Background: an optimization exercise with open tools, aiming at small area, a short achievable clock period and few clock cycles per item. Do not read the settings as production practice.
In this exercise RTL edits were held to simulation tests only and were not proved equivalent to the original.
Power and IR drop assume default switching activity.

File: design.v
package isuq_pkg;
  localparam int unsigned FIELD_W   = 20;
  localparam int unsigned INDEX_W   = 5;
  localparam int unsigned COUNT_W   = 6;
  localparam int unsigned CAPACITY  = 32;
  localparam int unsigned KEY_WIDTH = 20;
  localparam int unsigned PTR_W     = $clog2(CAPACITY);
  typedef enum logic [1:0] {
    OP_CLEAR  = 2'd0,
    OP_INSERT = 2'd1,
    OP_QUERY  = 2'd2,
    OP_READ   = 2'd3
  } op_t;
  typedef enum logic [1:0] {
    ST_OK       = 2'd0,
    ST_FULL     = 2'd1,
    ST_REVERSED = 2'd2
  } status_t;
  typedef enum logic [1:0] {
    CMD_HOLD  = 2'd0,
    CMD_RIGHT = 2'd1,
    CMD_LEFT  = 2'd2
  } cmd_t;
endpackage
import isuq_pkg::*;
module isuq_cell (
  input  logic                           clk,
  input  logic                           load,        
  input  logic                           take_left,   
  input  logic                           take_right,  
  input  logic [isuq_pkg::KEY_WIDTH-1:0] wr_low,
  input  logic [isuq_pkg::KEY_WIDTH-1:0] wr_high,
  input  logic [isuq_pkg::KEY_WIDTH-1:0] left_low,
  input  logic [isuq_pkg::KEY_WIDTH-1:0] left_high,
  input  logic [isuq_pkg::KEY_WIDTH-1:0] right_low,
  input  logic [isuq_pkg::KEY_WIDTH-1:0] right_high,
  output logic [isuq_pkg::KEY_WIDTH-1:0] low,
  output logic [isuq_pkg::KEY_WIDTH-1:0] high
);
  logic [KEY_WIDTH-1:0] low_r, low_nxt, high_r, high_nxt;
  assign low  = low_r;
  assign high = high_r;
  always_comb begin
    priority if (load) begin
      low_nxt  = wr_low;
      high_nxt = wr_high;
    end else if (take_left) begin
      low_nxt  = left_low;
      high_nxt = left_high;
    end else if (take_right) begin
      low_nxt  = right_low;
      high_nxt = right_high;
    end else begin
      low_nxt  = low_r;
      high_nxt = high_r;
    end
  end
  always_ff @(posedge clk) begin
    low_r  <= low_nxt;
    high_r <= high_nxt;
  end
endmodule
import isuq_pkg::*;
module isuq_row (
  input  logic                           clk,
  input  isuq_pkg::cmd_t                 cmd,
  input  logic [isuq_pkg::PTR_W-1:0]     pos,
  input  logic                           wr,
  input  logic [isuq_pkg::KEY_WIDTH-1:0] wr_low,
  input  logic [isuq_pkg::KEY_WIDTH-1:0] wr_high,
  input  logic [isuq_pkg::PTR_W-1:0]     rd_pos,
  output logic [isuq_pkg::KEY_WIDTH-1:0] rd_low,
  output logic [isuq_pkg::KEY_WIDTH-1:0] rd_high
);
  logic [KEY_WIDTH-1:0] cell_low [CAPACITY];
  logic [KEY_WIDTH-1:0] cell_high [CAPACITY];
  for (genvar g = 0; g < CAPACITY; g++) begin : g_cell
    localparam int unsigned NB_L = (g > 0) ? g - 1 : 0;
    localparam int unsigned NB_R = (g < CAPACITY - 1) ? g + 1 : g;
    logic load, take_left, take_right;
    assign load       = wr && (pos == PTR_W'(g));
    assign take_left  = (g > 0) && (cmd == CMD_RIGHT) && (PTR_W'(g) > pos);
    assign take_right = (g < CAPACITY - 1) && (cmd == CMD_LEFT) && (PTR_W'(g) >= pos);
    isuq_cell u_cell (
      .clk,
      .load,
      .take_left,
      .take_right,
      .wr_low,
      .wr_high,
      .left_low   (cell_low[NB_L]),
      .left_high  (cell_high[NB_L]),
      .right_low  (cell_low[NB_R]),
      .right_high (cell_high[NB_R]),
      .low        (cell_low[g]),
      .high       (cell_high[g])
    );
  end
  assign rd_low  = cell_low[rd_pos];
  assign rd_high = cell_high[rd_pos];
endmodule
import isuq_pkg::*;
module interval_set_union_query_top (
  input  logic                    clk,
  input  logic                    rst_n,
  input  logic                    in_valid,
  output logic                    in_ready,
  input  logic [1:0]              in_operation,
  input  logic [19:0]             in_range_low,
  input  logic [19:0]             in_range_high,
  input  logic [19:0]             in_probe_key,
  input  logic [4:0]              in_entry_index,
  output logic                    out_valid,
  input  logic                    out_ready,
  output logic                    out_hit,
  output logic [19:0]             out_entry_low,
  output logic [19:0]             out_entry_high,
  output logic                    out_entry_valid,
  output logic [5:0]              out_interval_count,
  output logic [1:0]              out_status
);
  localparam int unsigned KW = KEY_WIDTH;
  localparam int unsigned PW = $clog2(CAPACITY);
  localparam int unsigned CW = $clog2(CAPACITY + 1);
  typedef enum logic [6:0] {
    S_IDLE  = 7'b0000001,
    S_QUERY = 7'b0000010,
    S_READ  = 7'b0000100,
    S_FIND  = 7'b0001000,
    S_MERGE = 7'b0010000,
    S_CLOSE = 7'b0100000,
    S_OPEN  = 7'b1000000
  } state_t;
  state_t        state_r, state_nxt;
  logic [CW-1:0] count_r, count_nxt;
  logic [CW-1:0] ptr_r, ptr_nxt;      
  logic [CW-1:0] first_r, first_nxt;  
  logic [CW-1:0] run_r, run_nxt;      
  logic [KW-1:0] lo_r, lo_nxt, hi_r, hi_nxt, key_r, key_nxt;
  logic [4:0]    idx_r, idx_nxt;
  logic          ov_r, ov_nxt;
  logic          o_hit_r, o_hit_nxt, o_ev_r, o_ev_nxt;
  logic [19:0]   o_lo_r, o_lo_nxt, o_hi_r, o_hi_nxt;
  logic [1:0]    o_st_r, o_st_nxt;
  isuq_pkg::cmd_t cmd;
  logic [PW-1:0] pos, rd_pos;
  logic          wr;
  logic [KW-1:0] wr_low, wr_high, rd_low, rd_high;
  isuq_row u_row (
    .clk, .cmd, .pos, .wr, .wr_low, .wr_high,
    .rd_pos, .rd_low, .rd_high
  );
  logic in_acc;
  assign in_ready = (state_r == S_IDLE) && (!ov_r || out_ready);
  assign in_acc   = in_valid && in_ready;
  assign rd_pos   = ptr_r[PW-1:0];
  logic [KW:0] rl1, rh1, lo1, hi1;
  assign rl1 = {1'b0, rd_low};
  assign rh1 = {1'b0, rd_high} + 1'b1;
  assign lo1 = {1'b0, lo_r};
  assign hi1 = {1'b0, hi_r} + 1'b1;
  always_comb begin
    state_nxt = state_r;
    count_nxt = count_r;
    ptr_nxt   = ptr_r;
    first_nxt = first_r;
    run_nxt   = run_r;
    lo_nxt = lo_r; hi_nxt = hi_r; key_nxt = key_r; idx_nxt = idx_r;
    ov_nxt = ov_r;
    o_hit_nxt = o_hit_r; o_ev_nxt = o_ev_r; o_lo_nxt = o_lo_r;
    o_hi_nxt = o_hi_r; o_st_nxt = o_st_r;
    cmd = CMD_HOLD; pos = ptr_r[PW-1:0]; wr = 1'b0;
    wr_low = lo_r; wr_high = hi_r;
    if (ov_r && out_ready) ov_nxt = 1'b0;
    unique case (state_r)
      S_IDLE: begin
        if (in_acc) begin
          lo_nxt  = in_range_low[KW-1:0];
          hi_nxt  = in_range_high[KW-1:0];
          key_nxt = in_probe_key[KW-1:0];
          idx_nxt = in_entry_index;
          ptr_nxt = '0;
          o_hit_nxt = 1'b0; o_ev_nxt = 1'b0; o_lo_nxt = '0; o_hi_nxt = '0;
          o_st_nxt = ST_OK;
          unique case (in_operation)
            OP_CLEAR: begin
              count_nxt = '0;
              ov_nxt = 1'b1;
            end
            OP_INSERT: begin
              if (in_range_low[KW-1:0] > in_range_high[KW-1:0]) begin
                o_st_nxt = ST_REVERSED;
                ov_nxt = 1'b1;
              end else begin
                state_nxt = S_FIND;
              end
            end
            OP_QUERY: state_nxt = S_QUERY;
            OP_READ: begin
              ptr_nxt = CW'(in_entry_index);
              state_nxt = S_READ;
            end
            default: ;
          endcase
        end
      end
      S_QUERY: begin
        if (ptr_r >= count_r) begin
          ov_nxt = 1'b1; state_nxt = S_IDLE;
        end else if (key_r >= rd_low && key_r <= rd_high) begin
          o_hit_nxt = 1'b1; ov_nxt = 1'b1; state_nxt = S_IDLE;
        end else begin
          ptr_nxt = ptr_r + 1'b1;
        end
      end
      S_READ: begin
        if (CW'(idx_r) < count_r && 32'(idx_r) < CAPACITY) begin
          o_ev_nxt = 1'b1;
          o_lo_nxt = 20'(rd_low);
          o_hi_nxt = 20'(rd_high);
        end
        ov_nxt = 1'b1; state_nxt = S_IDLE;
      end
      S_FIND: begin
        if (ptr_r < count_r && rh1 < lo1) begin
          ptr_nxt = ptr_r + 1'b1;
        end else begin
          first_nxt = ptr_r;
          state_nxt = S_MERGE;
        end
      end
      S_MERGE: begin
        if (ptr_r < count_r && rl1 <= hi1) begin
          if (rd_low < lo_r)  lo_nxt = rd_low;
          if (rd_high > hi_r) hi_nxt = rd_high;
          ptr_nxt = ptr_r + 1'b1;
        end else if (ptr_r == first_r) begin
          if (count_r >= CW'(CAPACITY)) begin
            o_st_nxt = ST_FULL; ov_nxt = 1'b1; state_nxt = S_IDLE;
          end else begin
            ptr_nxt = count_r;  
            run_nxt = count_r - first_r;
            state_nxt = S_OPEN;
          end
        end else begin
          run_nxt = ptr_r - first_r - 1'b1;  
          ptr_nxt = first_r + 1'b1;
          count_nxt = count_r - (ptr_r - first_r) + 1'b1;
          state_nxt = S_CLOSE;
        end
      end
      S_OPEN: begin
        cmd = CMD_RIGHT; pos = first_r[PW-1:0];
        wr = 1'b1; wr_low = lo_r; wr_high = hi_r;
        count_nxt = count_r + 1'b1;
        ov_nxt = 1'b1; state_nxt = S_IDLE;
      end
      S_CLOSE: begin
        if (run_r != '0) begin
          cmd = CMD_LEFT; pos = ptr_r[PW-1:0];
          run_nxt = run_r - 1'b1;
        end else begin
          wr = 1'b1; pos = first_r[PW-1:0];
          ov_nxt = 1'b1; state_nxt = S_IDLE;
        end
      end
      default: state_nxt = S_IDLE;
    endcase
  end
  always_ff @(posedge clk) begin
    if (!rst_n) begin
      state_r <= S_IDLE;
      count_r <= '0;
      ov_r    <= 1'b0;
    end else begin
      state_r <= state_nxt;
      count_r <= count_nxt;
      ov_r    <= ov_nxt;
    end
    ptr_r <= ptr_nxt; first_r <= first_nxt; run_r <= run_nxt;
    lo_r <= lo_nxt; hi_r <= hi_nxt; key_r <= key_nxt; idx_r <= idx_nxt;
    o_hit_r <= o_hit_nxt; o_ev_r <= o_ev_nxt;
    o_lo_r <= o_lo_nxt; o_hi_r <= o_hi_nxt; o_st_r <= o_st_nxt;
  end
  assign out_valid          = ov_r;
  assign out_hit            = o_hit_r;
  assign out_entry_low      = o_lo_r;
  assign out_entry_high     = o_hi_r;
  assign out_entry_valid    = o_ev_r;
  assign out_interval_count = 6'(count_r);
  assign out_status         = o_st_r;
endmodule
File: run.sh
#!/bin/bash
# synth_recipe.tcl (not shown) runs the flow's synth.tcl, then flattens the netlist and writes it again
# the make line also repeats each setting of config.mk as NAME=value (left out here)
make -C /OpenROAD-flow-scripts/flow DESIGN_CONFIG=/design/flow/config.mk WORK_HOME=/design/flow/orfs CLKGATE_MAP_FILE= SYNTH_SCRIPT=/design/flow/synth_recipe.tcl finish
File: config.mk
export PLATFORM = sky130hd
export DESIGN_NAME = interval_set_union_query_top
export DESIGN_NICKNAME = interval_set_union_query_top
export VERILOG_FILES = /design/flow/design.v
export SDC_FILE = /design/flow/constraint.sdc
export NUM_CORES = 4
export LEC_CHECK = 0
export CAP_MARGIN = 20
export CELL_PAD_IN_SITES_DETAIL_PLACEMENT = 1
export CELL_PAD_IN_SITES_GLOBAL_PLACEMENT = 1
export CORE_MARGIN = 2
export CORE_UTILIZATION = 20
export GPL_ROUTABILITY_DRIVEN = 1
export PLACE_DENSITY = 0.35
export SLEW_MARGIN = 20
File: constraint.sdc
create_clock -name core_clock -period 8.0 [get_ports {clk}]
set_input_delay 1.6000 -clock core_clock [delete_from_list [all_inputs] [get_ports {clk}]]
set_output_delay 1.6000 -clock core_clock [all_outputs]
set_load 0.01 [all_outputs]
==> flow_summary.toml <==
[drt]
drtAntennaViolNets = 0
vias_per_cell = 5.779
vias = 79550
avgRoutedWirePerCell_um = 47.71
postRouteWirelength_mm = 656.7
firstDrtPassIters = 8
drt_iter0_drc = 12770
drc = 0

[timing]
hold_viol_final = 0
slew_headroom_pct = 16.81
worst_pin_slew_ps = 1245
rsz0062_at_grt = "no"
setup_viol = 0
fin_crit_ps = 7805
min_period_over_period_pct = 97.56
slew_viol_final = 0
fin_skew_ps = 57.58
fin_setup_tns_ps = 0
fmax_mhz = 128.1
setup_slack_ps = 195.3

[pwr]
vdd_drop_max_uv = 169.2
powerDensity_mw_per_mm2 = 279.8
power_leakage_nw = 35.46

[clock_network]
cts_htree_levels = 4
cts_inserted_buffers = 197
cts_setup_buffers = 0
cts.repair.resized = 0
clockBufferDepth = 4
cts_hold_buffers = 0
cts-root-buf = "clkbuf_16"
clock_latency_ps = 970
clk_pin_slew_ps = 60
cts_tree = "done"
clock-sinks = 1421

[setup_path]
r2r_start = "ptr_r[4]"
cp-start-kind = "flip-flop"
reg2reg_slack_ps = 200
crit_path_cell_trace = "buf_12 > buf_4 > nor4bb_4 > buf_4 > buf_4 > a22o_1 > a221oi_1 > nand4_1 > nor3_1 > a21oi_1 > buf_4 > ha_1 > nand4_1 > nor4_1 > buf_4 > o21ai_0 > and3_1 > o21a_1 > or3_1 > a221o_1 > o211a_1"
critPathMaxStageDelay_ps = 960
crit_slowest_cell = "edfxtp_1"
critical_path.endpoint_type = "flip-flop"
reg2regPathDepth = 21
required_ps = 8820
timing.rr.end = "count_r[0]"
path_common_cell = "buf_4"
critPathArrivalTime_ps = 8620
critical_path_class = "flip-flop to flip-flop"
path_max_fanout = 48

[global_routing]
gr-total-overflow = 0
grt_pass1_wl_mm = 836.7
antenna_found_initial = 80
grt_pass1_vias = 76900
grt_max_degree = 81
track_usage_pct = 30.36

[final_layout]
layout_common_cells = "nand2_1 (1603), edfxtp_1 (1407), a22oi_1 (769), mux2i_1 (646), o21ai_0 (395)"
fillerInstances = 46200
layout-drive-gt1-share_pct = 11.56
syn2layout_area_growth_pct = 19.90
layout.cells.most_common = "nand2_1"
nets = 8352
fin_area_sq_mm = 0.09926

[die]
fp.dieW_um = 647.4
core_sq_mm = 0.4125
num_rows = 236
ios = 123
start_util_pct = 20.07
die_area_sq_mm = 0.4191
die-height_um = 647.4

[synthesis]
yosysWarningCount = 5
syn_inst = 8069
synth-main-ff-cell = "edfxtp_1"
synth.avg_cell_area_sq_um = 10.26
synth_nets = 8323
yosys.area.top_type = "edfxtp_1"
synth-edff-count = 1407
synth_seq_cells = 1421
synth_area_leaders = "edfxtp_1 (51%), mux2i_1 (7.8%), nand2_1 (7.3%)"
async_flop_share_pct = 0
synth-seq-area-share_pct = 51.37
netlist_area_sq_mm = 0.08279
ys_types = 95
synth.top_cell.area_share_pct = 51.04

[min_path]
hold_depth = 2
min_path_type = "flip-flop to flip-flop"
hold_path_end = "u_row.g_cell[30].u_cell.low_r[6]"
holdCritStartpoint = "u_row.g_cell[31].u_cell.low_r[6]"

[place]
portBuffers = 122
dpl_cell_area_sq_mm = 0.09304
gp_congestion = 0.9380
dp_hpwl_mm = 420.9
dp_slack_ps = 436.3

[run_status]
outcome = "complete, no violations"

[flow_run]
drv_cap = 0
cell usage after synthesis (74+ instances only):
library cell	count
edfxtp_1	1407
a32oi_1	77
clkbuf_1	554
a221oi_1	84
a22o_1	131
nand4_1	90
inv_1	140
buf_2	100
nor2_1	409
mux2_2	74
a21oi_1	356
ha_1	180
o21ai_0	402
a22oi_1	769
o21ai_1	182
a21o_1	79
nand3_1	93
nand2_1	1616
mux2i_1	646
report_power, final:
group	total (mW)	internal [mW]	switching [mW]
sequential	8.50	8.34	0.168
combinational	10.2	2.86	7.34
clock	9.07	5.06	4.01
total	27.8	16.3	11.5
through the flow:
step / hold slack (ps) / total power, mW / utilization (%) / std cells
floorplan: 485.2 / 13.04 / - / 8069
global placement: 535.0 / 18.58 / 22.52 / 13360
detailed placement: 539.0 / 18.58 / 22.55 / 13370
CTS: 553.6 / 27.67 / 24.04 / 13730
global route: 571.9 / 28.40 / 24.04 / 13730
finish: 560.5 / 27.78 / 24.06 / 13770
flip-flops by register name, summed over array words and instances, names as in the netlist:
name / count
o_hit_r: 1
o_st_r: 2
state_r: 7
ov_r: 1
idx_r: 5
run_r: 6
key_r: 20
o_ev_r: 1
ptr_r: 6
u_row.g_cell.u_cell.high_r: 640
o_lo_r: 20
first_r: 6
u_row.g_cell.u_cell.low_r: 640
o_hi_r: 20
hi_r: 20
lo_r: 20
count_r: 6
routing by layer:
layer / wire length (um) / global-route usage, %
met2: 279900 / 45.23
met5: 83 / 0
met4: 34950 / 14.06
met1: 287200 / 41.96
met3: 54650 / 6.093
critical path, delay by kind of cell, from the launching register on:
| family | cells | cell delay [ps] |
|---|---|---|
| compound gates | 7 | 1810 |
| fa+ha+maj | 1 | 310 |
| buf+inv | 6 | 1920 |
| flops | 1 | 960 |
| simple gates | 7 | 2420 |
layout make-up:
type,count,area [sq um],share of cell area [%]
diodes,39,97.59,0.09832
clock buffers,252,5264,5.303
clock inverters,101,852.1,0.8584
inverters,146,548.0,0.5521
multi-input cells,5772,37770,38.05
flip-flops and latches,1421,42530,42.85
well taps,5474,6849,6.900
repair buffers,560,5346,5.386
how the worst max path moves through the flow:
stage	endpoint	slack, ps	startpoint	cells after the start
after global placement	ptr_r[3]	540	ptr_r[1]	18
after CTS	count_r[0]	380	ptr_r[4]	21
final	count_r[0]	200	ptr_r[4]	21
after global routing	count_r[1]	50	ptr_r[4]	21
after detailed placement	ptr_r[4]	440	ptr_r[4]	22
after floorplan	ptr_r[0]	1550	ptr_r[1]	26
cell families (layout without fill, tap and decap cells):
group	after synthesis	count (layout)	synth area share, %
AND/OR/NAND/NOR	2483	2483	12.83
XOR/XNOR	64	64	0.6937
multiplexers	754	754	9.321
AO/OA/AOI/OAI	2288	2288	18.63
adder cells (fa/ha/maj)	183	183	2.793
other	0	39	0
buffers and inverters	876	1059	4.354
flip-flops	1421	1421	51.37
Testbench counts, summed over its fixed seeds: cycles 104,300, items 12,000.

==> what the ideal ports hide <==
Ports are ideal in the flow. The routed layout listed here was re-timed in OpenROAD.
Step 1, drivers: a clkbuf_16 drives clk and a buf_2 each remaining input, both assumed.
Step 2 moves the port delays by t, midway between the first and last clock arrival at a register: inputs arrive t later, outputs are due t later. That takes back most of the time a late clock gives input paths.
a / b / c = ideal ports / drivers / drivers and shift; a / b = the first two.
shift t [ns]: 1.049
slack for setup (ns): 0.195 / 0.195 / 0.195
worst setup path after step 2: register to register
slew at the worst register clock pin (ns): 0.07 / 0.07
worst data-port slew with drivers (ns): 0.09
After both steps setup and hold are still met in this run. The setup slack of this run moves by 0.000 ns with the drivers and by 0.000 ns with both steps.
